Background: an optimization exercise with open tools, aiming at small area and a short achievable clock period. Do not read the settings as production practice. Where RTL was checked, it was by simulation tests only, not by an equivalence proof against the original. Only the layout flow was run in run 4; the RTL was not checked for function there.

==> flow/design.v <==
`timescale 1ns/100ps
module xgmii_rx_top #(
    parameter int STAT_W = 32
) (
    input  logic              clk,
    input  logic              inv_aresetn,
    input  logic [63:0]       xgmii_d_i,
    input  logic [7:0]        xgmii_c_i,
    output logic [63:0]       tdata_o,
    output logic [7:0]        tkeep_o,
    output logic              tvalid_o,
    output logic              tlast_o,
    output logic              tuser_o,
    output logic [STAT_W-1:0] good_frames_o,
    output logic [STAT_W-1:0] bad_frames_o
);
    logic [7:0]  c;
    logic [63:0] d;
    logic        dat_in, term_in, early_in, err_in, tch_in;
    logic [2:0]  lane_in;
    logic [3:0]  sofp_in;
    logic [7:0]  first_ctl, eq_fd;
    logic [63:0] masked;
    assign c = xgmii_c_i;
    assign d = xgmii_d_i;
    assign dat_in = (c == 8'h00);
    assign term_in  = c[7] && ((~c[6:0] | c[7:1]) == 7'h7F);
    assign early_in = term_in && c[4];
    assign err_in   = !dat_in && !term_in;
    assign sofp_in[0] = ({d[7:0], c} == 16'hFB01);
    assign sofp_in[1] = (d[23:8]  == 16'h5555);
    assign sofp_in[2] = (d[39:24] == 16'h5555);
    assign sofp_in[3] = (d[63:40] == 24'hD5_5555);
    assign lane_in[2] = ~c[3];
    assign lane_in[1] = (~c[1] & c[3]) | ~c[5];
    assign lane_in[0] = (~c[0] & c[1]) | (~c[2] & c[3]) | (~c[4] & c[5]) | ~c[6];
    assign first_ctl = c & ~{c[6:0], 1'b0};
    always_comb begin
        for (int j = 0; j < 8; j++) begin
            eq_fd[j] = (d[8*j +: 8] == 8'hFD);
            masked[8*j +: 8] = d[8*j +: 8] & {8{~c[j]}};
        end
    end
    assign tch_in = |(first_ctl & eq_fd);
    logic [63:0] d1_q;       
    logic [2:0]  lane_q;     
    logic        tch_q;      
    logic [3:0]  sofp_q;     
    logic        nf_q;       
    logic        hp_q;       
    logic        fin_q;      
    logic        fin_hp_q;   
    logic [2:0]  lane2_q;    
    logic        beat2_q;    
    logic        good2_q;    
    logic [31:0] crc_q;
    logic [7:1]  keep_q;     
    logic        sof;
    logic        frame;
    logic        late_q;
    logic        fin_beat;
    logic [31:0] crc_nxt;
    logic [31:0] resid;
    logic        crc_ok;
    logic [7:0]  keep_last;
    assign sof      = &sofp_q;
    assign frame    = hp_q || (nf_q && sof);
    assign late_q   = lane_q[2] && (lane_q[1:0] != 2'd0);
    assign fin_beat = late_q || fin_hp_q;
    wire x96 = crc_q[20] ^ d1_q[11];
    wire x97 = crc_q[18] ^ d1_q[13];
    wire x98 = crc_q[19] ^ d1_q[12];
    wire x99 = crc_q[28] ^ d1_q[3];
    wire x100 = crc_q[26] ^ d1_q[5];
    wire x101 = crc_q[27] ^ d1_q[4];
    wire x102 = crc_q[15] ^ d1_q[16];
    wire x103 = crc_q[25] ^ d1_q[6];
    wire x104 = crc_q[23] ^ d1_q[8];
    wire x105 = crc_q[24] ^ d1_q[7];
    wire x106 = crc_q[12] ^ d1_q[19];
    wire x107 = crc_q[22] ^ d1_q[9];
    wire x108 = crc_q[17] ^ d1_q[14];
    wire x109 = crc_q[21] ^ d1_q[10];
    wire x110 = crc_q[0] ^ d1_q[31];
    wire x111 = crc_q[16] ^ d1_q[15];
    wire x112 = crc_q[1] ^ d1_q[30];
    wire x113 = crc_q[30] ^ d1_q[1];
    wire x114 = crc_q[29] ^ d1_q[2];
    wire x115 = x97 ^ x99;
    wire x116 = crc_q[5] ^ d1_q[26];
    wire x117 = crc_q[10] ^ d1_q[21];
    wire x118 = crc_q[14] ^ d1_q[17];
    wire x119 = crc_q[13] ^ d1_q[18];
    wire x120 = crc_q[8] ^ d1_q[23];
    wire x121 = crc_q[7] ^ d1_q[24];
    wire x122 = crc_q[31] ^ d1_q[0];
    wire x123 = crc_q[6] ^ d1_q[25];
    wire x124 = crc_q[9] ^ d1_q[22];
    wire x125 = crc_q[11] ^ d1_q[20];
    wire x126 = d1_q[39] ^ x106;
    wire x127 = x96 ^ x98;
    wire x128 = crc_q[3] ^ d1_q[28];
    wire x129 = d1_q[32] ^ d1_q[54];
    wire x130 = crc_q[4] ^ d1_q[27];
    wire x131 = crc_q[2] ^ d1_q[29];
    wire x132 = x101 ^ x107;
    wire x133 = x102 ^ x103;
    wire x134 = x100 ^ x110;
    wire x135 = d1_q[36] ^ x105;
    wire x136 = d1_q[37] ^ x104;
    wire x137 = d1_q[55] ^ x112;
    wire x138 = d1_q[56] ^ x109;
    wire x139 = d1_q[47] ^ x115;
    wire x140 = d1_q[34] ^ d1_q[52];
    wire x141 = d1_q[35] ^ d1_q[38];
    wire x142 = d1_q[57] ^ x108;
    wire x143 = d1_q[44] ^ x111;
    wire x144 = d1_q[51] ^ x126;
    wire x145 = d1_q[50] ^ d1_q[62];
    wire x146 = d1_q[43] ^ d1_q[59];
    wire x147 = d1_q[42] ^ d1_q[58];
    wire x148 = d1_q[45] ^ d1_q[61];
    wire x149 = d1_q[48] ^ d1_q[60];
    wire x150 = x114 ^ x122;
    wire x151 = d1_q[63] ^ x116;
    wire x152 = d1_q[41] ^ x117;
    wire x153 = d1_q[40] ^ x125;
    wire x154 = x129 ^ x130;
    wire x155 = d1_q[46] ^ x128;
    wire x156 = x134 ^ x138;
    wire x157 = x124 ^ x127;
    wire x158 = x132 ^ x137;
    wire x159 = d1_q[33] ^ x118;
    wire x160 = x123 ^ x140;
    wire x161 = x113 ^ x120;
    wire x162 = x119 ^ x131;
    wire x163 = d1_q[53] ^ x121;
    wire x164 = d1_q[49] ^ x154;
    wire x165 = x133 ^ x141;
    wire x166 = d1_q[38] ^ x119;
    wire x167 = x135 ^ x150;
    wire x168 = d1_q[32] ^ x143;
    wire x169 = x142 ^ x145;
    wire x170 = x121 ^ x136;
    wire x171 = d1_q[34] ^ d1_q[50];
    wire x172 = x118 ^ x131;
    wire x173 = x96 ^ x99;
    wire x174 = d1_q[46] ^ x149;
    wire x175 = d1_q[61] ^ x105;
    wire x176 = x97 ^ x124;
    wire x177 = d1_q[35] ^ x101;
    wire x178 = x146 ^ x147;
    wire x179 = d1_q[62] ^ x120;
    wire x180 = d1_q[33] ^ x111;
    wire x181 = d1_q[53] ^ x127;
    wire x182 = d1_q[60] ^ x152;
    wire x183 = x151 ^ x162;
    wire x184 = d1_q[63] ^ x132;
    wire x185 = x123 ^ x155;
    wire x186 = x102 ^ x139;
    wire x187 = x100 ^ x144;
    wire x188 = d1_q[49] ^ x156;
    wire x189 = x113 ^ x165;
    wire x190 = d1_q[37] ^ d1_q[39];
    wire x191 = d1_q[41] ^ d1_q[43];
    wire x192 = d1_q[40] ^ d1_q[42];
    wire x193 = d1_q[51] ^ d1_q[59];
    wire x194 = x104 ^ x125;
    wire x195 = d1_q[44] ^ x117;
    wire x196 = d1_q[57] ^ x107;
    wire x197 = x98 ^ x110;
    wire x198 = x109 ^ x129;
    wire x199 = d1_q[45] ^ x114;
    wire x200 = x116 ^ x148;
    wire x201 = x114 ^ x130;
    wire x202 = x145 ^ x148;
    wire x203 = d1_q[58] ^ x112;
    wire x204 = x136 ^ x146;
    wire x205 = x108 ^ x161;
    wire x206 = x113 ^ x135;
    wire x207 = d1_q[55] ^ x152;
    wire x208 = x140 ^ x153;
    wire x209 = x128 ^ x160;
    wire x210 = x133 ^ x159;
    wire x211 = x98 ^ x176;
    wire x212 = x153 ^ x183;
    wire x213 = d1_q[56] ^ x157;
    wire x214 = x103 ^ x158;
    wire x215 = x157 ^ x201;
    wire x216 = d1_q[47] ^ x164;
    wire x217 = x182 ^ x189;
    wire x218 = d1_q[35] ^ d1_q[42];
    wire x219 = d1_q[57] ^ x122;
    wire x220 = d1_q[34] ^ x118;
    wire x221 = d1_q[54] ^ x104;
    wire x222 = d1_q[46] ^ x193;
    wire x223 = d1_q[39] ^ x117;
    wire x224 = d1_q[52] ^ x122;
    wire x225 = d1_q[40] ^ x123;
    wire x226 = d1_q[36] ^ x191;
    wire x227 = d1_q[45] ^ x96;
    wire x228 = x100 ^ x106;
    wire x229 = d1_q[39] ^ x149;
    wire x230 = d1_q[41] ^ x105;
    wire x231 = d1_q[37] ^ x147;
    wire x232 = x111 ^ x119;
    wire x233 = x116 ^ x190;
    wire x234 = d1_q[48] ^ x97;
    wire x235 = x141 ^ x180;
    wire x236 = d1_q[36] ^ x136;
    wire x237 = x173 ^ x199;
    wire x238 = x126 ^ x151;
    wire x239 = d1_q[59] ^ x153;
    wire x240 = x128 ^ x177;
    wire x241 = d1_q[33] ^ x178;
    wire x242 = d1_q[60] ^ x195;
    wire x243 = d1_q[56] ^ x197;
    wire x244 = x155 ^ x171;
    wire x245 = x142 ^ x163;
    wire x246 = x134 ^ x175;
    wire x247 = x135 ^ x174;
    wire x248 = x179 ^ x200;
    wire x249 = x172 ^ x177;
    wire x250 = d1_q[62] ^ x115;
    wire x251 = x163 ^ x220;
    wire x252 = x137 ^ x160;
    wire x253 = d1_q[48] ^ x154;
    wire x254 = d1_q[49] ^ x194;
    wire x255 = x133 ^ x180;
    wire x256 = x156 ^ x166;
    wire x257 = x143 ^ x208;
    wire x258 = x170 ^ x185;
    wire x259 = x138 ^ x206;
    wire x260 = x125 ^ x211;
    wire x261 = x124 ^ x237;
    wire x262 = x164 ^ x203;
    wire x263 = x167 ^ x223;
    wire x264 = x134 ^ x144;
    wire x265 = x139 ^ x170;
    wire x266 = x148 ^ x210;
    wire x267 = x158 ^ x173;
    wire x268 = x184 ^ x204;
    wire x269 = d1_q[58] ^ x181;
    wire x270 = x169 ^ x184;
    wire x271 = x168 ^ x245;
    wire x272 = x144 ^ x231;
    wire x273 = x159 ^ x167;
    wire x274 = x168 ^ x252;
    wire x275 = x185 ^ x224;
    wire x276 = x163 ^ x248;
    wire x277 = x187 ^ x216;
    wire x278 = x207 ^ x213;
    wire x279 = d1_q[34] ^ x186;
    wire x280 = d1_q[53] ^ x136;
    wire x281 = x150 ^ x196;
    wire x282 = x198 ^ x183;
    wire x283 = x235 ^ x280;
    wire x284 = x281 ^ x264;
    wire x285 = x282 ^ x283;
    wire x286 = x279 ^ x284;
    wire x287 = x285 ^ x286;
    wire x288 = d1_q[54] ^ x98;
    wire x289 = x112 ^ x151;
    wire x290 = x288 ^ x169;
    wire x291 = x249 ^ x289;
    wire x292 = x186 ^ x187;
    wire x293 = x259 ^ x275;
    wire x294 = x290 ^ x291;
    wire x295 = x292 ^ x293;
    wire x296 = x294 ^ x295;
    wire x297 = d1_q[33] ^ d1_q[55];
    wire x298 = d1_q[57] ^ x101;
    wire x299 = x103 ^ x297;
    wire x300 = x127 ^ x202;
    wire x301 = x298 ^ x299;
    wire x302 = x156 ^ x238;
    wire x303 = x300 ^ x301;
    wire x304 = x216 ^ x258;
    wire x305 = x302 ^ x303;
    wire x306 = x304 ^ x305;
    wire x307 = d1_q[44] ^ x123;
    wire x308 = x307 ^ x164;
    wire x309 = x247 ^ x256;
    wire x310 = x267 ^ x276;
    wire x311 = x308 ^ x309;
    wire x312 = x310 ^ x311;
    wire x313 = d1_q[63] ^ x101;
    wire x314 = x120 ^ x121;
    wire x315 = x146 ^ x149;
    wire x316 = x166 ^ x176;
    wire x317 = x219 ^ x313;
    wire x318 = x314 ^ x315;
    wire x319 = x316 ^ x317;
    wire x320 = x318 ^ x187;
    wire x321 = x266 ^ x274;
    wire x322 = x319 ^ x320;
    wire x323 = x321 ^ x322;
    wire x324 = d1_q[35] ^ x104;
    wire x325 = x120 ^ x132;
    wire x326 = x138 ^ x150;
    wire x327 = x178 ^ x324;
    wire x328 = x169 ^ x211;
    wire x329 = x238 ^ x242;
    wire x330 = x251 ^ x325;
    wire x331 = x326 ^ x327;
    wire x332 = x328 ^ x329;
    wire x333 = x330 ^ x331;
    wire x334 = x332 ^ x333;
    wire x335 = x102 ^ x160;
    wire x336 = x161 ^ x166;
    wire x337 = x175 ^ x196;
    wire x338 = x241 ^ x250;
    wire x339 = x254 ^ x335;
    wire x340 = x336 ^ x337;
    wire x341 = x338 ^ x339;
    wire x342 = x340 ^ x278;
    wire x343 = x341 ^ x342;
    wire x344 = x107 ^ x147;
    wire x345 = x229 ^ x344;
    wire x346 = x139 ^ x165;
    wire x347 = x246 ^ x251;
    wire x348 = x345 ^ x212;
    wire x349 = x346 ^ x347;
    wire x350 = x278 ^ x348;
    wire x351 = x349 ^ x350;
    wire x352 = d1_q[32] ^ d1_q[35];
    wire x353 = x110 ^ x118;
    wire x354 = x193 ^ x352;
    wire x355 = x115 ^ x179;
    wire x356 = x353 ^ x354;
    wire x357 = x181 ^ x182;
    wire x358 = x355 ^ x356;
    wire x359 = x212 ^ x214;
    wire x360 = x275 ^ x357;
    wire x361 = x358 ^ x359;
    wire x362 = x360 ^ x361;
    wire x363 = x99 ^ x102;
    wire x364 = x109 ^ x121;
    wire x365 = x172 ^ x202;
    wire x366 = x203 ^ x221;
    wire x367 = x363 ^ x364;
    wire x368 = x209 ^ x239;
    wire x369 = x365 ^ x366;
    wire x370 = x367 ^ x215;
    wire x371 = x264 ^ x368;
    wire x372 = x369 ^ x370;
    wire x373 = x371 ^ x372;
    wire x374 = d1_q[63] ^ x96;
    wire x375 = x122 ^ x171;
    wire x376 = x161 ^ x374;
    wire x377 = x375 ^ x240;
    wire x378 = x242 ^ x246;
    wire x379 = x376 ^ x262;
    wire x380 = x265 ^ x377;
    wire x381 = x378 ^ x379;
    wire x382 = x380 ^ x381;
    wire x383 = x112 ^ x179;
    wire x384 = x232 ^ x165;
    wire x385 = x247 ^ x383;
    wire x386 = x260 ^ x268;
    wire x387 = x384 ^ x385;
    wire x388 = x277 ^ x386;
    wire x389 = x387 ^ x388;
    wire x390 = x147 ^ x198;
    wire x391 = x222 ^ x234;
    wire x392 = x157 ^ x390;
    wire x393 = x391 ^ x263;
    wire x394 = x266 ^ x270;
    wire x395 = x392 ^ x393;
    wire x396 = x394 ^ x395;
    wire x397 = x194 ^ x196;
    wire x398 = x202 ^ x139;
    wire x399 = x168 ^ x397;
    wire x400 = x188 ^ x269;
    wire x401 = x398 ^ x399;
    wire x402 = x217 ^ x400;
    wire x403 = x401 ^ x402;
    wire x404 = x106 ^ x127;
    wire x405 = x142 ^ x150;
    wire x406 = x174 ^ x175;
    wire x407 = x158 ^ x204;
    wire x408 = x404 ^ x405;
    wire x409 = x406 ^ x188;
    wire x410 = x257 ^ x407;
    wire x411 = x408 ^ x409;
    wire x412 = x410 ^ x411;
    wire x413 = x108 ^ x149;
    wire x414 = x162 ^ x221;
    wire x415 = x227 ^ x413;
    wire x416 = x139 ^ x144;
    wire x417 = x241 ^ x414;
    wire x418 = x415 ^ x214;
    wire x419 = x259 ^ x416;
    wire x420 = x417 ^ x418;
    wire x421 = x419 ^ x420;
    wire x422 = d1_q[55] ^ d1_q[59];
    wire x423 = x422 ^ x143;
    wire x424 = x151 ^ x197;
    wire x425 = x230 ^ x210;
    wire x426 = x244 ^ x423;
    wire x427 = x424 ^ x272;
    wire x428 = x425 ^ x426;
    wire x429 = x427 ^ x428;
    wire x430 = x100 ^ x166;
    wire x431 = x225 ^ x226;
    wire x432 = x227 ^ x169;
    wire x433 = x255 ^ x430;
    wire x434 = x431 ^ x262;
    wire x435 = x432 ^ x433;
    wire x436 = x434 ^ x435;
    wire x437 = d1_q[61] ^ x192;
    wire x438 = x233 ^ x234;
    wire x439 = x437 ^ x249;
    wire x440 = x438 ^ x188;
    wire x441 = x271 ^ x439;
    wire x442 = x440 ^ x441;
    wire x443 = d1_q[38] ^ x108;
    wire x444 = x120 ^ x226;
    wire x445 = x229 ^ x443;
    wire x446 = x158 ^ x209;
    wire x447 = x243 ^ x444;
    wire x448 = x445 ^ x186;
    wire x449 = x446 ^ x447;
    wire x450 = x448 ^ x449;
    wire x451 = d1_q[54] ^ x131;
    wire x452 = x192 ^ x137;
    wire x453 = x222 ^ x451;
    wire x454 = x235 ^ x452;
    wire x455 = x453 ^ x215;
    wire x456 = x265 ^ x454;
    wire x457 = x455 ^ x456;
    wire x458 = x131 ^ x135;
    wire x459 = x152 ^ x198;
    wire x460 = x199 ^ x233;
    wire x461 = x205 ^ x244;
    wire x462 = x458 ^ x459;
    wire x463 = x460 ^ x269;
    wire x464 = x461 ^ x462;
    wire x465 = x463 ^ x464;
    wire x466 = x113 ^ x133;
    wire x467 = x143 ^ x209;
    wire x468 = x236 ^ x466;
    wire x469 = x212 ^ x261;
    wire x470 = x467 ^ x468;
    wire x471 = x277 ^ x469;
    wire x472 = x470 ^ x471;
    wire x473 = d1_q[43] ^ x172;
    wire x474 = x195 ^ x206;
    wire x475 = x253 ^ x473;
    wire x476 = x258 ^ x270;
    wire x477 = x474 ^ x475;
    wire x478 = x279 ^ x476;
    wire x479 = x477 ^ x478;
    wire x480 = d1_q[43] ^ x130;
    wire x481 = x218 ^ x155;
    wire x482 = x480 ^ x139;
    wire x483 = x167 ^ x243;
    wire x484 = x254 ^ x255;
    wire x485 = x481 ^ x276;
    wire x486 = x482 ^ x483;
    wire x487 = x484 ^ x485;
    wire x488 = x486 ^ x487;
    wire x489 = x103 ^ x218;
    wire x490 = x174 ^ x200;
    wire x491 = x228 ^ x230;
    wire x492 = x489 ^ x205;
    wire x493 = x490 ^ x491;
    wire x494 = x215 ^ x274;
    wire x495 = x492 ^ x493;
    wire x496 = x494 ^ x495;
    wire x497 = x126 ^ x225;
    wire x498 = x497 ^ x261;
    wire x499 = x268 ^ x271;
    wire x500 = x217 ^ x498;
    wire x501 = x499 ^ x500;
    wire x502 = x178 ^ x170;
    wire x503 = x205 ^ x250;
    wire x504 = x256 ^ x257;
    wire x505 = x263 ^ x502;
    wire x506 = x503 ^ x504;
    wire x507 = x505 ^ x506;
    wire x508 = d1_q[61] ^ x141;
    wire x509 = x191 ^ x142;
    wire x510 = x161 ^ x508;
    wire x511 = x509 ^ x510;
    wire x512 = x214 ^ x260;
    wire x513 = x272 ^ x273;
    wire x514 = x511 ^ x512;
    wire x515 = x513 ^ x514;
    wire x516 = x129 ^ x171;
    wire x517 = x192 ^ x115;
    wire x518 = x162 ^ x219;
    wire x519 = x228 ^ x516;
    wire x520 = x236 ^ x517;
    wire x521 = x518 ^ x519;
    wire x522 = x213 ^ x520;
    wire x523 = x521 ^ x217;
    wire x524 = x522 ^ x523;
    wire x525 = d1_q[34] ^ x190;
    wire x526 = x232 ^ x525;
    wire x527 = x181 ^ x207;
    wire x528 = x239 ^ x240;
    wire x529 = x526 ^ x188;
    wire x530 = x273 ^ x527;
    wire x531 = x528 ^ x529;
    wire x532 = x530 ^ x531;
    wire x533 = d1_q[36] ^ d1_q[58];
    wire x534 = x108 ^ x109;
    wire x535 = x533 ^ x126;
    wire x536 = x159 ^ x534;
    wire x537 = x208 ^ x253;
    wire x538 = x535 ^ x536;
    wire x539 = x189 ^ x267;
    wire x540 = x537 ^ x538;
    wire x541 = x539 ^ x540;
    assign crc_nxt[0] = x287;
    assign crc_nxt[1] = x296;
    assign crc_nxt[2] = x306;
    assign crc_nxt[3] = x312;
    assign crc_nxt[4] = x323;
    assign crc_nxt[5] = x334;
    assign crc_nxt[6] = x343;
    assign crc_nxt[7] = x351;
    assign crc_nxt[8] = x362;
    assign crc_nxt[9] = x373;
    assign crc_nxt[10] = x382;
    assign crc_nxt[11] = x389;
    assign crc_nxt[12] = x396;
    assign crc_nxt[13] = x403;
    assign crc_nxt[14] = x412;
    assign crc_nxt[15] = x421;
    assign crc_nxt[16] = x429;
    assign crc_nxt[17] = x436;
    assign crc_nxt[18] = x442;
    assign crc_nxt[19] = x450;
    assign crc_nxt[20] = x457;
    assign crc_nxt[21] = x465;
    assign crc_nxt[22] = x472;
    assign crc_nxt[23] = x479;
    assign crc_nxt[24] = x488;
    assign crc_nxt[25] = x496;
    assign crc_nxt[26] = x501;
    assign crc_nxt[27] = x507;
    assign crc_nxt[28] = x515;
    assign crc_nxt[29] = x524;
    assign crc_nxt[30] = x532;
    assign crc_nxt[31] = x541;
    always_comb begin
        case (lane2_q)
            3'd0: resid = 32'h099C5421;
            3'd1: resid = 32'hC8721E29;
            3'd2: resid = 32'h91E9AE38;
            3'd3: resid = 32'h8AD76F98;
            3'd4: resid = 32'h6904BB59;
            3'd5: resid = 32'h8104C946;
            3'd6: resid = 32'h3A7ABC72;
            default: resid = 32'h4710BB9C;
        endcase
    end
    assign crc_ok = (crc_q == resid);
    always_comb begin
        case (lane2_q)
            3'd0: keep_last = 8'h0F;
            3'd1: keep_last = 8'h1F;
            3'd2: keep_last = 8'h3F;
            3'd3: keep_last = 8'h7F;
            3'd4: keep_last = 8'hFF;
            3'd5: keep_last = 8'h01;
            3'd6: keep_last = 8'h03;
            default: keep_last = 8'h07;
        endcase
    end
    always_ff @(posedge clk) begin
        d1_q     <= masked;
        lane_q   <= lane_in;
        tch_q    <= tch_in;
        sofp_q   <= sofp_in;
        fin_hp_q <= hp_q;
        lane2_q  <= lane_q;
        crc_q    <= sof ? 32'hFFFF_FFFF : crc_nxt;
        if (!((fin_q && !late_q) || beat2_q)) begin
            tdata_o <= d1_q;
        end
        keep_q   <= beat2_q ? keep_last[7:1] : 7'h7F;
    end
    assign tkeep_o = {keep_q, 1'b1};
    function automatic logic [STAT_W-1:0] toggles(logic [STAT_W-1:0] q, logic inc);
        logic [STAT_W-1:0] t;
        for (int g = 0; g < STAT_W / 4; g++) begin
            t[4*g] = inc && (&(q | ~({STAT_W{1'b1}} >> (STAT_W - 4*g))));
            for (int i = 1; i < 4; i++) begin
                t[4*g+i] = t[4*g+i-1] && q[4*g+i-1];
            end
        end
        toggles = t;
    endfunction
    logic [STAT_W-1:0] good_tgl, bad_tgl;
    assign good_tgl = toggles(good_frames_o, tvalid_o && tlast_o && tuser_o);
    assign bad_tgl  = toggles(bad_frames_o, tvalid_o && tlast_o && !tuser_o);
    always_ff @(posedge clk) begin
        tlast_o <= beat2_q || (hp_q && err_in);
        tuser_o <= good2_q && crc_ok;
    end
    always_ff @(posedge clk) begin
        if (inv_aresetn) begin
            nf_q          <= 1'b1;
            hp_q          <= 1'b0;
            fin_q         <= 1'b0;
            beat2_q       <= 1'b0;
            good2_q       <= 1'b0;
            tvalid_o      <= 1'b0;
            good_frames_o <= '0;
            bad_frames_o  <= '0;
        end else begin
            nf_q          <= !frame;
            hp_q          <= frame && dat_in;
            fin_q         <= frame && term_in;
            beat2_q       <= fin_q && fin_beat;
            good2_q       <= fin_q && fin_beat && tch_q;
            tvalid_o      <= beat2_q || (hp_q && !early_in);
            good_frames_o <= good_frames_o ^ good_tgl;
            bad_frames_o  <= bad_frames_o ^ bad_tgl;
        end
    end
endmodule
==> flow/flow/run.sh <==
#!/bin/bash
# Own layout flow: the standard ORFS flow (standard.sh) with
# - plain sky130_fd_sc_hd__buf_2 cells as the port buffers,
# - these cells kept out of mapping and repair (added to the platform's
#   don't-use list; registers are unaffected): sky130_fd_sc_hd__xor3_1 sky130_fd_sc_hd__xor3_2 sky130_fd_sc_hd__xor3_4 sky130_fd_sc_hd__xnor3_1 sky130_fd_sc_hd__xnor3_2 sky130_fd_sc_hd__xnor3_4 sky130_fd_sc_hd__xnor2_2 sky130_fd_sc_hd__xnor2_4 sky130_fd_sc_hd__xor2_2 sky130_fd_sc_hd__xor2_4
# - these make settings: SETUP_SLACK_MARGIN=6.0 CTS_BUF_LIST=sky130_fd_sc_hd__clkbuf_16 CTS_CLUSTER_SIZE=25 CTS_CLUSTER_DIAMETER=100 SLEW_MARGIN=0 CAP_MARGIN=0
# SETUP_SLACK_MARGIN makes setup repair keep sizing and buffering until
# paths are that far below the (unchanged) 9 ns clock period.
set -euo pipefail
cd "$(dirname "$0")/.."
{
  echo "export BUFFER_PORTS_ARGS = -buffer_cell sky130_fd_sc_hd__buf_2"
  echo "export DONT_USE_CELLS = sky130_fd_sc_hd__xor3_1 sky130_fd_sc_hd__xor3_2 sky130_fd_sc_hd__xor3_4 sky130_fd_sc_hd__xnor3_1 sky130_fd_sc_hd__xnor3_2 sky130_fd_sc_hd__xnor3_4 sky130_fd_sc_hd__xnor2_2 sky130_fd_sc_hd__xnor2_4 sky130_fd_sc_hd__xor2_2 sky130_fd_sc_hd__xor2_4"
} >> config.mk
bash standard.sh SETUP_SLACK_MARGIN=6.0 CTS_BUF_LIST=sky130_fd_sc_hd__clkbuf_16 CTS_CLUSTER_SIZE=25 CTS_CLUSTER_DIAMETER=100 SLEW_MARGIN=0 CAP_MARGIN=0 finish > standard.log 2>&1
==> flow/standard.sh <==
#!/bin/bash
# synth_recipe.tcl (not shown) runs the flow's synth.tcl, then flattens the netlist and writes it again
# the make line also repeats each setting of config.mk as NAME=value (left out here)
make -C /OpenROAD-flow-scripts/flow DESIGN_CONFIG=/design/flow/config.mk WORK_HOME=/design/flow/orfs CLKGATE_MAP_FILE= SYNTH_SCRIPT=/design/flow/synth_recipe.tcl "${@:-finish}"
==> flow/config.mk <==
export PLATFORM = sky130hd
export DESIGN_NAME = xgmii_rx_top
export DESIGN_NICKNAME = xgmii_rx_top
export VERILOG_FILES = /design/flow/design.v
export SDC_FILE = /design/flow/constraint.sdc
export NUM_CORES = 4
export LEC_CHECK = 0
export CAP_MARGIN = 20
export CORE_MARGIN = 2
export CORE_UTILIZATION = 40
export SETUP_SLACK_MARGIN = 0.2
export SLEW_MARGIN = 20
export BUFFER_PORTS_ARGS = -buffer_cell sky130_fd_sc_hd__buf_2
export DONT_USE_CELLS = sky130_fd_sc_hd__xor3_1 sky130_fd_sc_hd__xor3_2 sky130_fd_sc_hd__xor3_4 sky130_fd_sc_hd__xnor3_1 sky130_fd_sc_hd__xnor3_2 sky130_fd_sc_hd__xnor3_4 sky130_fd_sc_hd__xnor2_2 sky130_fd_sc_hd__xnor2_4 sky130_fd_sc_hd__xor2_2 sky130_fd_sc_hd__xor2_4
==> flow/constraint.sdc <==
create_clock -name core_clock -period 9.0 [get_ports {clk}]
set_input_delay 1.8000 -clock core_clock [delete_from_list [all_inputs] [get_ports {clk}]]
set_output_delay 1.8000 -clock core_clock [all_outputs]
set_load 0.01 [all_outputs]
==> flow_metrics.py, run 1 <==
metrics = {
    "status": {
        "status": "no timing/DRC/antenna violations",
    },
    "floorplanning": {
        "rows": 65,
        "core-area_sq_um": 31560,
        "die_area_sq_um": 33500,
        "die_h_um": 183.0,
        "pin_count": 213,
        "die_x_um": 183.0,
        "start_util": 0.4063,
    },
    "logic_synthesis": {
        "synth-simple-area-share": 0.1379,
        "yosysTopAreaCell": "dfxtp_1",
        "synthAdderAreaFrac": 0.04684,
        "yosys_register_bits": 251,
        "syn_inst": 1232,
        "synth_top_family_by_area": "XOR/XNOR gates",
        "ys_seq_area_frac": 0.4419,
        "yosys.area.top_type_share": 0.2920,
        "async_flop_share": 0,
        "netlist_top_cells_area": "dfxtp_1 29%, xnor2_1 28%, edfxtp_1 15%",
        "yosys_warnings": 1,
        "synth.avg_cell_area_sq_um": 10.41,
        "synth.net_count": 1354,
        "yosysMostFrequentCell": "xnor2_1",
        "ys_top_cells_by_count": "409 x xnor2_1, 187 x dfxtp_1, 120 x nor2b_1",
        "synth-main-ff-cell": "dfxtp_1",
        "syn_area_sq_um": 12820,
        "synth-compound-area-share": 0.03747,
        "synth_edf_count": 64,
        "synthXorXnorAreaFrac": 0.3170,
        "muxShareOfSynthArea": 0.0007807,
        "synth.distinct_cells": 48,
    },
    "setup_path": {
        "critPathMaxStageDelay_ns": 0.43,
        "worstSetupEndpointType": "output port",
        "path_buf_inv": 1,
        "crit_path_start_kind": "register",
        "critical_path_required_ns": 7.20,
        "crit_path_cell_trace": "buf_2",
        "cp_max_fo": 4,
        "worstSetupPathType": "register to output port",
        "critPathSlowestCell": "dfxtp_2",
        "crit_family": "flip-flops",
        "worstPathArrival_ns": 1.10,
    },
    "clock_tree": {
        "path_clk_slew_ns": 0.10,
        "clockBufferDepth": 3,
        "cts.sinks": 251,
        "cts_tree": "done",
        "ctsHoldBuffers": 0,
        "cts_buffers": 14,
        "htree_levels": 1,
        "clock_latency_ns": 0.51,
        "root_buffer": "clkbuf_16",
    },
    "routing": {
        "first_pass_iters": 5,
        "highest_layer": "met4",
        "met2RoutedLength_um": 17610,
        "detail-route-antenna-nets": 0,
        "wl_met3_um": 2718,
        "dr.first_iter.drc_count": 866,
        "vias_per_cell": 5.050,
        "remaining_drc_errors": 0,
        "wl_met1_um": 17420,
        "avgRoutedWirePerCell_um": 20.87,
        "vias": 9473,
        "routed_wirelength_um": 39150,
    },
    "timing": {
        "fin_ws_ns": 6.100,
        "whs_ns": 0.3863,
        "worst_slew_pin_slew_ns": 1.017,
        "min_period_ns": 2.900,
        "slew_violations": 0,
        "finalClockSkew_ns": 0.02007,
        "finalSetupViolCount": 0,
        "finalHoldViolCount": 0,
        "setup_tns_ns": 0,
        "min_period_over_period": 0.3222,
        "fmax_ghz": 0.3448,
        "rsz0062_at_grt": "no",
        "relSlewSlack": 0.3211,
    },
    "final_layout": {
        "design_area_sq_um": 15030,
        "syn_to_final_growth_pct": 17.22,
        "multiInputGateArea_sq_um": 6943,
        "fillers": 3077,
        "ff_latch_area_sq_um": 5667,
        "drive_gt1_frac": 0.1943,
        "final_cell_count_no_fill": 1876,
        "fin_nets": 1586,
        "final_util": 0.4763,
    },
    "global_route": {
        "grt.overflow.total": 0,
        "grt_usage": 0.2285,
        "grt_pass1_vias": 8974,
        "grt_max_degree": 68,
        "grt_antenna_before_repair": 2,
        "grt_pass1_wl_um": 56900,
    },
    "min_path": {
        "hold_class": "register to register",
    },
    "place": {
        "dpl_worst_slack_ns": 5.776,
        "place_area_sq_um": 14360,
        "hpwl_um": 31350,
        "portBuffers": 211,
        "gp_congestion": 1.029,
        "dpl.cell_count": 1821,
    },
    "job": {
        "drv_cap": 0,
    },
}
[cells in the final DEF, fill, tap and decap left out, types with 2 or more instances in the layout]
master / n
or2_2: 5
inv_1: 25
o211ai_1: 2
o31ai_1: 2
nor2b_1: 120
o22ai_1: 6
or3_1: 2
a221o_1: 3
o31a_1: 3
and4_1: 2
o21ai_0: 23
nand3_1: 14
nand2b_1: 9
a31oi_1: 6
dfxtp_1: 186
ha_1: 48
nor2_1: 49
xor2_1: 55
nand2_1: 67
inv_6: 2
a211oi_1: 3
a22oi_1: 3
clkbuf_16: 15
buf_2: 211
diode_2: 2
nand4_1: 25
or4b_2: 2
nor3_1: 14
and3_1: 2
xnor2_1: 409
nand3b_1: 3
a21oi_1: 15
edfxtp_1: 64
nor4_1: 12
buf_4: 45
[logic make-up after synthesis]
| family | after synthesis |
|---|---|
| AO/OA/AOI/OAI | 76 |
| XOR/XNOR | 464 |
| adder cells (fa/ha/maj) | 48 |
| buffers and inverters | 60 |
| flip-flops | 251 |
| multiplexers | 1 |
| other | 1 |
| AND/OR/NAND/NOR | 331 |
[final timing paths]
path | from | endpoint | slack [ns] | depth (start not counted)
worst max register to register | d1_q[61]$_DFF_P_ | crc_q[24]$_SDFF_PP1_ | 6.12 | 8
worst min register to register | lane_q[0]$_DFF_P_ | lane2_q[0]$_DFF_P_ | 0.39 | 0
worst min-delay path | lane_q[0]$_DFF_P_ | lane2_q[0]$_DFF_P_ | 0.39 | 0
worst max-delay path | tuser_o$_DFF_P_ | tuser_o | 6.10 | 1
[sequential cells by signal (all words and copies together), names as in the netlist]
signal / cells
bad_frames_o: 32
beat2_q: 1
crc_q: 32
d1_q: 64
fin_hp_q: 1
fin_q: 1
good2_q: 1
good_frames_o: 32
hp_q: 1
keep_q: 7
lane2_q: 3
lane_q: 3
nf_q: 1
sofp_q: 4
tch_q: 1
tdata_o: 64
tlast_o: 1
tuser_o: 1
tvalid_o: 1
[layer usage]
metal / track usage / up-vias
met4: 0.08544 / 0
met1: 0.3231 / 4530
met3: 0.03078 / 68
met2: 0.3562 / 367
li1: - / 4508
met5: 0 / -
[timing repair]
| item | in CTS | in global routing |
|---|---|---|
| pin swaps | 0 | 12 |
| endpoints found under the setup margin | 1 | 15 |
| hold endpoints to repair | 0 | 0 |
| resized for setup | 1 | 1 |
| buffers inserted | 0 | 29 |
[cell type report]
class                           count  share of cell area
Clock inverter                      9            0.003413
Timing Repair Buffer              257             0.09407
Multi-Input combinational cell    921              0.4620
Antenna cell                        2           0.0003330
Inverter                           19            0.004745
Clock buffer                       15             0.02498
Tap cell                          402             0.03347
Sequential cell                   251              0.3770
==> run 2: changes to the inputs <==
--- a/flow/flow/run.sh
+++ b/flow/flow/run.sh
@@ -5,3 +5,3 @@
 #   don't-use list; registers are unaffected): sky130_fd_sc_hd__xor3_1 sky130_fd_sc_hd__xor3_2 sky130_fd_sc_hd__xor3_4 sky130_fd_sc_hd__xnor3_1 sky130_fd_sc_hd__xnor3_2 sky130_fd_sc_hd__xnor3_4 sky130_fd_sc_hd__xnor2_2 sky130_fd_sc_hd__xnor2_4 sky130_fd_sc_hd__xor2_2 sky130_fd_sc_hd__xor2_4
-# - these make settings: SETUP_SLACK_MARGIN=6.0 CTS_BUF_LIST=sky130_fd_sc_hd__clkbuf_16 CTS_CLUSTER_SIZE=25 CTS_CLUSTER_DIAMETER=100 SLEW_MARGIN=0 CAP_MARGIN=0
+# - these make settings: SETUP_SLACK_MARGIN=6.0 CTS_BUF_LIST=sky130_fd_sc_hd__clkbuf_16 CTS_CLUSTER_SIZE=30 CTS_CLUSTER_DIAMETER=100
 # SETUP_SLACK_MARGIN makes setup repair keep sizing and buffering until
@@ -14,2 +14,2 @@
 } >> config.mk
-bash standard.sh SETUP_SLACK_MARGIN=6.0 CTS_BUF_LIST=sky130_fd_sc_hd__clkbuf_16 CTS_CLUSTER_SIZE=25 CTS_CLUSTER_DIAMETER=100 SLEW_MARGIN=0 CAP_MARGIN=0 finish > standard.log 2>&1
+bash standard.sh SETUP_SLACK_MARGIN=6.0 CTS_BUF_LIST=sky130_fd_sc_hd__clkbuf_16 CTS_CLUSTER_SIZE=30 CTS_CLUSTER_DIAMETER=100 finish > standard.log 2>&1
==> flow_metrics.py, run 2 <==
metrics = {
    "status": {
        "status": "no timing/DRC/antenna violations",
    },
    "timing": {
        "finalSetupViolCount": 0,
        "fmax_ghz": 0.3419,
        "min_period_over_period": 0.3250,
        "fin_ws_ns": 6.075,
        "worst_slew_pin_slew_ns": 1.046,
        "rsz0062_at_grt": "no",
        "relSlewSlack": 0.3016,
        "whs_ns": 0.3989,
        "finalClockSkew_ns": 0.01444,
        "finalHoldViolCount": 0,
        "setup_tns_ns": 0,
        "min_period_ns": 2.925,
        "slew_violations": 0,
    },
    "logic_synthesis": {
        "yosysTopAreaCell": "dfxtp_1",
        "synth.avg_cell_area_sq_um": 10.41,
        "synth.net_count": 1354,
        "ys_top_cells_by_count": "409 x xnor2_1, 187 x dfxtp_1, 120 x nor2b_1",
        "yosysMostFrequentCell": "xnor2_1",
        "ys_seq_area_frac": 0.4419,
        "yosys_warnings": 1,
        "yosys_register_bits": 251,
        "netlist_top_cells_area": "dfxtp_1 29%, xnor2_1 28%, edfxtp_1 15%",
        "async_flop_share": 0,
        "synth_edf_count": 64,
        "synth.distinct_cells": 48,
        "syn_inst": 1232,
        "syn_area_sq_um": 12820,
        "yosys.area.top_type_share": 0.2920,
        "synth-main-ff-cell": "dfxtp_1",
    },
    "global_route": {
        "met3_usage": 0.02661,
        "grt_antenna_before_repair": 2,
        "gr-usage-met1": 0.3249,
        "grt_usage": 0.2283,
        "grt_busiest_layer": "met2",
        "grt_pass1_vias": 8937,
        "grt_util_met2": 0.3586,
        "grt.overflow.total": 0,
        "grt_pass1_wl_um": 56860,
        "grt_max_degree": 68,
    },
    "setup_path": {
        "critPathMaxStageDelay_ns": 0.44,
        "ff2ff_path_depth": 8,
        "path_buf_inv": 1,
        "timing.rr.start": "crc_q[3]$_SDFF_PP1_",
        "crit_path_start_kind": "register",
        "worstSetupPathType": "register to output port",
        "critical_path_required_ns": 7.20,
        "critPathSlowestCell": "dfxtp_2",
        "cp_max_fo": 4,
        "crit_path_cell_trace": "buf_2",
        "reg2reg_to": "crc_q[1]$_SDFF_PP1_",
        "crit_family": "flip-flops",
        "worstPathArrival_ns": 1.13,
        "worstSetupEndpointType": "output port",
        "r2r_slack_ns": 6.14,
    },
    "final_layout": {
        "most-common-layout-cells": "409 x xnor2_1, 211 x buf_2, 186 x dfxtp_1",
        "design_area_sq_um": 14990,
        "final_util": 0.4750,
        "fin_nets": 1582,
        "reg.largest.list": "d1_q (64), tdata_o (64)",
        "final_common_cell": "xnor2_1",
        "drive_gt1_frac": 0.1929,
        "syn_to_final_growth_pct": 16.91,
    },
    "routing": {
        "dr.first_iter.drc_count": 788,
        "vias": 9381,
        "first_pass_iters": 5,
        "vias_per_cell": 5.014,
        "detail-route-antenna-nets": 0,
        "remaining_drc_errors": 0,
        "routed_wirelength_um": 38990,
        "avgRoutedWirePerCell_um": 20.84,
    },
    "floorplanning": {
        "die_x_um": 183.0,
        "pin_count": 213,
        "die_h_um": 183.0,
        "rows": 65,
        "die_area_sq_um": 33500,
        "start_util": 0.4063,
        "core-area_sq_um": 31560,
    },
    "clock_tree": {
        "path_clk_slew_ns": 0.11,
        "root_buffer": "clkbuf_16",
        "clockBufferDepth": 3,
        "clock_latency_ns": 0.51,
        "htree_levels": 1,
        "cts.sinks": 251,
        "cts_buffers": 13,
        "cts_tree": "done",
    },
    "min_path": {
        "hp-start": "hp_q$_SDFF_PP0_",
        "hold_depth": 0,
        "hold_class": "register to register",
        "min_to": "fin_hp_q$_DFF_P_",
    },
    "place": {
        "place_area_sq_um": 14360,
        "portBuffers": 211,
        "hpwl_um": 31350,
        "gp_congestion": 1.029,
        "dpl_worst_slack_ns": 5.776,
    },
    "job": {
        "drv_cap": 0,
    },
}
==> run 2: cell counts after synthesis <==
No cell type changed its count.
==> run 2: kinds of logic after synthesis <==
kind of cell               Yosys count  synth area share
xor gates and xnor gates           464            0.3170
other                                1         0.0002925
muxes                                1         0.0007807
adders and majority gates           48           0.04684
AOI/OAI and AO/OA                   76           0.03748
DFF                                251            0.4419
and+or+nand+nor                    331            0.1379
buffers and inverters               60           0.01786
==> run 2: how the worst max path moves through the flow <==
stage / from / depth (start not counted) / endpoint / slack, ns
CTS: crc_q[12]$_SDFF_PP1_ / 9 / crc_q[11]$_SDFF_PP1_ / 6.03
global placement: xgmii_d_i[57] / 5 / tch_q$_DFF_P_ / 5.77
floorplan: xgmii_d_i[57] / 4 / tch_q$_DFF_P_ / 6.15
global route: tvalid_o$_SDFF_PP0_ / 12 / bad_frames_o[30]$_SDFF_PP0_ / 6.00
detailed placement: xgmii_d_i[57] / 5 / tch_q$_DFF_P_ / 5.78
finish: tuser_o$_DFF_P_ / 1 / tuser_o / 6.07
==> run 2: layout make-up <==
| cell class | count | area (sq um) |
|---|---|---|
| Sequential cell | 251 | 5667 |
| Tap cell | 402 | 503.0 |
| Inverter | 19 | 71.32 |
| Multi-Input combinational cell | 921 | 6943 |
| Fill cell | 3075 | 16570 |
| Clock inverter | 9 | 83.83 |
| Antenna cell | 2 | 5.005 |
| Clock buffer | 13 | 325.3 |
| Timing Repair Buffer | 254 | 1391 |
==> run 2: timing repair <==
item | in CTS | in global routing
hold buffers | 0 | 0
setup buffers | 2 | 24
gates cloned | 0 | 0
resized for setup | 1 | 1
pin swaps | 1 | 10
endpoints found under the setup margin | 2 | 13
==> run 2: through the flow <==
step | instances
6_report | 1871
3_3_place_gp | 1821
2_1_floorplan | 1232
3_5_place_dp | 1821
5_1_grt | 1871
4_1_cts | 1845
==> run 2: metal layers <==
layer	vias to the layer above	share of wire
met4	0	0.033
met5	-	0
met1	4475	0.46
met3	62	0.062
li1	4487	-
met2	357	0.45
==> run 3: changes to the inputs <==
--- a/flow/flow/run.sh
+++ b/flow/flow/run.sh
@@ -5,3 +5,3 @@
 #   don't-use list; registers are unaffected): sky130_fd_sc_hd__xor3_1 sky130_fd_sc_hd__xor3_2 sky130_fd_sc_hd__xor3_4 sky130_fd_sc_hd__xnor3_1 sky130_fd_sc_hd__xnor3_2 sky130_fd_sc_hd__xnor3_4 sky130_fd_sc_hd__xnor2_2 sky130_fd_sc_hd__xnor2_4 sky130_fd_sc_hd__xor2_2 sky130_fd_sc_hd__xor2_4
-# - these make settings: SETUP_SLACK_MARGIN=6.0 CTS_BUF_LIST=sky130_fd_sc_hd__clkbuf_16 CTS_CLUSTER_SIZE=30 CTS_CLUSTER_DIAMETER=100
+# - these make settings: SETUP_SLACK_MARGIN=6.0 CTS_BUF_LIST=sky130_fd_sc_hd__clkbuf_16 CTS_CLUSTER_SIZE=25 CTS_CLUSTER_DIAMETER=100
 # SETUP_SLACK_MARGIN makes setup repair keep sizing and buffering until
@@ -14,2 +14,2 @@
 } >> config.mk
-bash standard.sh SETUP_SLACK_MARGIN=6.0 CTS_BUF_LIST=sky130_fd_sc_hd__clkbuf_16 CTS_CLUSTER_SIZE=30 CTS_CLUSTER_DIAMETER=100 finish > standard.log 2>&1
+bash standard.sh SETUP_SLACK_MARGIN=6.0 CTS_BUF_LIST=sky130_fd_sc_hd__clkbuf_16 CTS_CLUSTER_SIZE=25 CTS_CLUSTER_DIAMETER=100 finish > standard.log 2>&1
==> flow_metrics.py, run 3 <==
metrics = {
    "status": {
        "status": "no timing/DRC/antenna violations",
    },
    "logic_synthesis": {
        "syn_inst": 1232,
        "yosys.area.top_type_share": 0.2920,
        "ys_seq_area_frac": 0.4419,
        "synth.net_count": 1354,
        "synth.distinct_cells": 48,
        "netlist_top_cells_area": "dfxtp_1 29%, xnor2_1 28%, edfxtp_1 15%",
        "yosys_warnings": 1,
        "yosysMostFrequentCell": "xnor2_1",
        "async_flop_share": 0,
        "ys_top_cells_by_count": "409 x xnor2_1, 187 x dfxtp_1, 120 x nor2b_1",
        "syn_area_sq_um": 12820,
        "synth.avg_cell_area_sq_um": 10.41,
        "yosys_register_bits": 251,
        "synth-main-ff-cell": "dfxtp_1",
        "synth_edf_count": 64,
        "yosysTopAreaCell": "dfxtp_1",
    },
    "routing": {
        "wl_met3_um": 2718,
        "vias_per_cell": 5.050,
        "detail-route-antenna-nets": 0,
        "met2RoutedLength_um": 17610,
        "dr.first_iter.drc_count": 866,
        "remaining_drc_errors": 0,
        "highest_layer": "met4",
        "wl_met1_um": 17420,
        "vias": 9473,
        "routed_wirelength_um": 39150,
        "avgRoutedWirePerCell_um": 20.87,
        "first_pass_iters": 5,
    },
    "setup_path": {
        "crit_path_cell_trace": "buf_2",
        "critPathLaunch": "tuser_o$_DFF_P_",
        "timing.rr.start": "d1_q[61]$_DFF_P_",
        "worstPathArrival_ns": 1.10,
        "critPathMaxStageDelay_ns": 0.43,
        "worstSetupPathType": "register to output port",
        "critPathSlowestCell": "dfxtp_2",
        "ff2ff_path_depth": 8,
        "critical_path_required_ns": 7.20,
        "reg2reg_to": "crc_q[24]$_SDFF_PP1_",
        "cp_max_fo": 4,
        "path_buf_inv": 1,
        "worstSetupEndpointType": "output port",
        "crit_family": "flip-flops",
        "r2r_slack_ns": 6.12,
        "crit_path_start_kind": "register",
    },
    "floorplanning": {
        "die_h_um": 183.0,
        "die_x_um": 183.0,
        "pin_count": 213,
        "rows": 65,
        "start_util": 0.4063,
        "die_area_sq_um": 33500,
        "core-area_sq_um": 31560,
    },
    "place": {
        "gp_congestion": 1.029,
        "portBuffers": 211,
        "dpl_worst_slack_ns": 5.776,
        "hpwl_um": 31350,
    },
    "min_path": {
        "hp-start": "lane_q[0]$_DFF_P_",
        "min_to": "lane2_q[0]$_DFF_P_",
        "hold_depth": 0,
        "hold_class": "register to register",
    },
    "timing": {
        "finalHoldViolCount": 0,
        "min_period_over_period": 0.3222,
        "finalClockSkew_ns": 0.02007,
        "fmax_ghz": 0.3448,
        "whs_ns": 0.3863,
        "relSlewSlack": 0.3211,
        "rsz0062_at_grt": "no",
        "setup_tns_ns": 0,
        "min_period_ns": 2.900,
        "slew_violations": 0,
        "fin_ws_ns": 6.100,
        "worst_slew_pin_slew_ns": 1.017,
        "finalSetupViolCount": 0,
    },
    "global_route": {
        "grt.overflow.total": 0,
        "grt_antenna_before_repair": 2,
        "grt_pass1_vias": 8974,
        "grt_pass1_wl_um": 56900,
        "grt_usage": 0.2285,
        "grt_max_degree": 68,
    },
    "clock_tree": {
        "htree_levels": 1,
        "cts_buffers": 14,
        "ctsHoldBuffers": 0,
        "clock_latency_ns": 0.51,
        "cts_tree": "done",
        "path_clk_slew_ns": 0.10,
        "root_buffer": "clkbuf_16",
        "clockBufferDepth": 3,
        "cts.sinks": 251,
    },
    "final_layout": {
        "syn_to_final_growth_pct": 17.22,
        "drive_gt1_frac": 0.1943,
        "fin_nets": 1586,
        "reg.largest.list": "d1_q (64), tdata_o (64)",
        "final_util": 0.4763,
        "most-common-layout-cells": "409 x xnor2_1, 211 x buf_2, 186 x dfxtp_1",
        "final_common_cell": "xnor2_1",
        "fillers": 3077,
    },
    "job": {
        "drv_cap": 0,
    },
}
[run 3: what timing repair did]
action,CTS,global route
pin swaps,0,12
endpoints found under the hold margin,0,0
endpoints found under the setup margin,1,15
cloned,0,0
buffers inserted,0,29
gates resized for setup,1,1
[run 3: area by class of cell]
cell class	count	area, sq um	share of cell area
multi-input combinational	921	6943	0.4620
sequential	251	5667	0.3770
timing repair buffer	257	1414	0.09407
tap	402	503.0	0.03347
clock buffer	15	375.4	0.02498
inverter	19	71.32	0.004745
clock inverter	9	51.30	0.003413
antenna	2	5.005	0.0003330
[run 3: worst max path at each step]
stage / slack, ns / cells after the start / endpoint
floorplan: 6.15 / 4 / tch_q$_DFF_P_
finish: 6.10 / 1 / tuser_o
CTS: 6.00 / 8 / crc_q[15]$_SDFF_PP1_
detailed placement: 5.78 / 5 / tch_q$_DFF_P_
global placement: 5.77 / 5 / tch_q$_DFF_P_
global route: 6.00 / 8 / crc_q[29]$_SDFF_PP1_
[run 3: through the flow]
step	std cells	area, sq um
floorplan	1232	12820
global placement	1821	14360
detailed placement	1821	14360
CTS	1845	14790
global route	1876	15030
finish	1876	15030
[run 3: routing by layer]
| layer | up-vias | global-route usage |
|---|---|---|
| met5 | - | 0 |
| li1 | 4508 | - |
| met2 | 367 | 0.3562 |
| met1 | 4530 | 0.3231 |
| met4 | 0 | 0.08544 |
| met3 | 68 | 0.03078 |
[run 3: cell families (layout without fill, tap and decap cells)]
| kind of cell | after synthesis | after routing | synth area share |
|---|---|---|---|
| XOR/XNOR | 464 | 464 | 0.3170 |
| AND/OR/NAND/NOR | 331 | 331 | 0.1379 |
| flip-flops | 251 | 251 | 0.4419 |
| AO/OA/AOI/OAI | 76 | 76 | 0.03748 |
| buffers and inverters | 60 | 300 | 0.01786 |
| adder cells (fa/ha/maj) | 48 | 48 | 0.04684 |
| other | 1 | 3 | 0.0002925 |
| multiplexers | 1 | 1 | 0.0007807 |
==> run 4: changes to the inputs <==
--- a/flow/design.v
+++ b/flow/design.v
@@ -20,3 +20,3 @@
     logic [2:0]  lane_in;
-    logic [3:0]  sofp_in;
+    logic [1:0]  sofp_in;
     logic [7:0]  first_ctl, eq_fd;
@@ -29,6 +29,4 @@
     assign err_in   = !dat_in && !term_in;
-    assign sofp_in[0] = ({d[7:0], c} == 16'hFB01);
-    assign sofp_in[1] = (d[23:8]  == 16'h5555);
-    assign sofp_in[2] = (d[39:24] == 16'h5555);
-    assign sofp_in[3] = (d[63:40] == 24'hD5_5555);
+    assign sofp_in[0] = ({d[27:0], c} == 36'h5_5555_FB01);
+    assign sofp_in[1] = (d[63:28] == 36'hD_5555_5555);
     assign lane_in[2] = ~c[3];
@@ -47,3 +45,3 @@
     logic        tch_q;      
-    logic [3:0]  sofp_q;     
+    logic [1:0]  sofp_q;     
     logic        nf_q;       
@@ -52,3 +50,2 @@
     logic        fin_hp_q;   
-    logic [2:0]  lane2_q;    
     logic        beat2_q;    
@@ -548,3 +545,3 @@
     always_comb begin
-        case (lane2_q)
+        case (lane_q)
             3'd0: resid = 32'h099C5421;
@@ -561,3 +558,3 @@
     always_comb begin
-        case (lane2_q)
+        case (lane_q)
             3'd0: keep_last = 8'h0F;
@@ -574,3 +571,5 @@
         d1_q     <= masked;
-        lane_q   <= lane_in;
+        if (!fin_q) begin
+            lane_q <= lane_in;
+        end
         tch_q    <= tch_in;
@@ -578,3 +577,2 @@
         fin_hp_q <= hp_q;
-        lane2_q  <= lane_q;
         crc_q    <= sof ? 32'hFFFF_FFFF : crc_nxt;
==> flow_metrics.py, run 4 <==
metrics = {
    "routing": {
        "vias_per_cell": 5.035,
        "detail-route-antenna-nets": 0,
        "routed_wirelength_um": 39600,
        "first_pass_iters": 5,
        "avgRoutedWirePerCell_um": 21.42,
        "remaining_drc_errors": 0,
        "vias": 9310,
        "dr.first_iter.drc_count": 725,
    },
    "logic_synthesis": {
        "synth-main-ff-cell": "dfxtp_1",
        "ys_top_cells_by_count": "425 x xnor2_1, 179 x dfxtp_1, 116 x nor2b_1",
        "synth.distinct_cells": 46,
        "synth.avg_cell_area_sq_um": 10.46,
        "yosys.area.top_type_share": 0.2921,
        "yosysTopAreaCell": "xnor2_1",
        "yosysMostFrequentCell": "xnor2_1",
        "ys_seq_area_frac": 0.4390,
        "syn_inst": 1218,
        "netlist_top_cells_area": "xnor2_1 29%, dfxtp_1 28%, edfxtp_1 16%",
        "syn_area_sq_um": 12740,
        "yosys_register_bits": 246,
        "synth_edf_count": 67,
        "yosys_warnings": 1,
        "synth.net_count": 1340,
        "async_flop_share": 0,
    },
    "clock_tree": {
        "ctsHoldBuffers": 0,
        "htree_levels": 1,
        "clock_latency_ns": 0.50,
        "cts_buffers": 13,
        "cts_tree": "done",
        "cts.sinks": 246,
        "root_buffer": "clkbuf_16",
        "path_clk_slew_ns": 0.11,
        "clockBufferDepth": 3,
    },
    "final_layout": {
        "final_util": 0.4716,
        "drive_gt1_frac": 0.1900,
        "ff_latch_area_sq_um": 5595,
        "reg.largest.list": "d1_q (64), tdata_o (64)",
        "multiInputGateArea_sq_um": 6925,
        "design_area_sq_um": 14840,
        "fin_nets": 1563,
        "fillers": 2964,
        "most-common-layout-cells": "425 x xnor2_1, 211 x buf_2, 179 x dfxtp_1",
        "final_common_cell": "xnor2_1",
        "syn_to_final_growth_pct": 16.47,
        "final_cell_count_no_fill": 1849,
        "antenna_cells": 0,
    },
    "timing": {
        "whs_ns": 0.3775,
        "slew_violations": 0,
        "finalClockSkew_ns": 0.02822,
        "rsz0062_at_grt": "yes",
        "fmax_ghz": 0.3299,
        "worst_slew_pin_slew_ns": 1.010,
        "finalHoldViolCount": 0,
        "finalSetupViolCount": 0,
        "min_period_over_period": 0.3368,
        "relSlewSlack": 0.3216,
        "setup_tns_ns": 0,
        "min_period_ns": 3.031,
    },
    "min_path": {
        "hp-start": "hp_q$_SDFF_PP0_",
        "hold_class": "register to register",
    },
    "floorplanning": {
        "pin_count": 213,
        "die_area_sq_um": 33310,
        "core-area_sq_um": 31470,
        "rows": 65,
        "die_h_um": 182.5,
        "die_x_um": 182.5,
        "start_util": 0.4049,
    },
    "setup_path": {
        "worstSetupEndpointType": "register",
        "crit_path_start_kind": "register",
        "crit_family": "XOR/XNOR gates",
        "worstSetupPathType": "register to register",
        "path_buf_inv": 0,
        "critPathLaunch": "crc_q[13]$_SDFF_PP1_",
        "crit_path_cell_trace": "xnor2_1, xnor2_1, xnor2_1, xnor2_1, xnor2_1, xnor2_1, a21o_1",
        "worstPathArrival_ns": 3.44,
        "timing.rr.start": "crc_q[13]$_SDFF_PP1_",
        "crit_path_frequent_cell": "xnor2_1",
        "critical_path_required_ns": 9.41,
        "critPathSlowestCell": "xnor2_1",
        "cp_max_fo": 4,
        "critPathMaxStageDelay_ns": 0.77,
    },
    "place": {
        "portBuffers": 211,
        "hpwl_um": 32140,
        "gp_congestion": 1.010,
        "dpl.cell_count": 1803,
        "place_area_sq_um": 14270,
    },
    "global_route": {
        "grt_max_degree": 68,
        "grt_pass1_vias": 9280,
        "grt_usage": 0.2373,
        "grt_pass1_wl_um": 58660,
        "grt.overflow.total": 0,
        "grt_antenna_before_repair": 1,
    },
    "status": {
        "status": "no timing/DRC/antenna violations",
    },
    "job": {
        "drv_cap": 0,
    },
}
==> run 4: layout make-up <==
type                            instances  area share
Timing Repair Buffer                  254     0.09289
Sequential cell                       246      0.3769
Clock inverter                          7    0.002107
Inverter                               16    0.004046
Tap cell                              402     0.03388
Clock buffer                           14     0.02360
Multi-Input combinational cell        910      0.4665
==> run 4: cell families after synthesis <==
| kind of cell | after synthesis | synth area share |
|---|---|---|
| xor+xnor | 472 | 0.3244 |
| mux | 1 | 0.0007854 |
| other cells | 1 | 0.0002942 |
| compound gates | 63 | 0.03132 |
| fa+ha+maj | 48 | 0.04712 |
| buf+inv | 63 | 0.01904 |
| simple gates | 324 | 0.1380 |
| flops | 246 | 0.4390 |
==> run 4: timing repair <==
item	in CTS	in global routing
gates resized for setup	0	1
endpoints found under the setup margin	38	17
pin swaps	3	8
buffers inserted	5	19
cloned	1	0
==> run 4: path summary, 6_finish.rpt <==
kind,slack [ns],cells past startpoint,endpoint
worst max-delay path,5.97,7,crc_q[6]$_SDFF_PP1_
worst min-delay path,0.38,0,fin_hp_q$_DFF_P_
worst max register to register,5.97,7,crc_q[6]$_SDFF_PP1_
worst min register to register,0.38,0,fin_hp_q$_DFF_P_
==> run 4: worst register-to-register path, delay by kind of cell (launching register included) <==
kind	cells	cell delay, ns
flops	1	0.37
xor+xnor	6	2.41
compound gates	1	0.18
==> run 4: per-layer routing <==
layer  track usage  vias to the layer above  part of all wire
li1              -                     4434                 -
met5             0                        -           0.00018
met1        0.3082                     4444              0.42
met4       0.08161                        2             0.034
met2        0.3919                      353              0.47
met3       0.04989                       77             0.077
==> run 4: stage by stage <==
stage / setup WS (ns)
floorplan: 6.074
global placement: 5.674
detailed placement: 5.599
CTS: 6.004
global route: 5.978
finish: 5.969

==> what the ideal ports hide <==
No port has a modelled driver above. Below, the same layouts with a new extraction and two added sets of constraints.
Step 1 (the two cells are an assumption about what drives the block):
set clk [get_ports {clk}]
set_driving_cell -lib_cell sky130_fd_sc_hd__clkbuf_16 $clk
set_driving_cell -lib_cell sky130_fd_sc_hd__buf_2 [delete_from_list [all_inputs] $clk]
Step 2 times the ports against the registers' clock, not the clock port: input delays grow and output delays shrink by t, the midpoint of the rising clock arrivals with the driver on.
Three values: ideal ports, drivers, drivers and shift; two values: the first two.
run | shift t [ns] | setup slack, ns | worst slew at a driven data input, ns
run 1 | 0.550 | 6.100 / 6.052 / 5.764 | 0.06
run 2 | 0.559 | 6.075 / 6.023 / 5.795 | 0.06
run 3 | 0.550 | 6.100 / 6.052 / 5.764 | 0.06
run 4 | 0.538 | 5.969 / 5.969 / 5.590 | 0.06
After both steps every run listed still meets setup and hold. The setup slack of run 4, which loses most, moves by 0.000 ns with the drivers and by -0.379 ns with both steps.
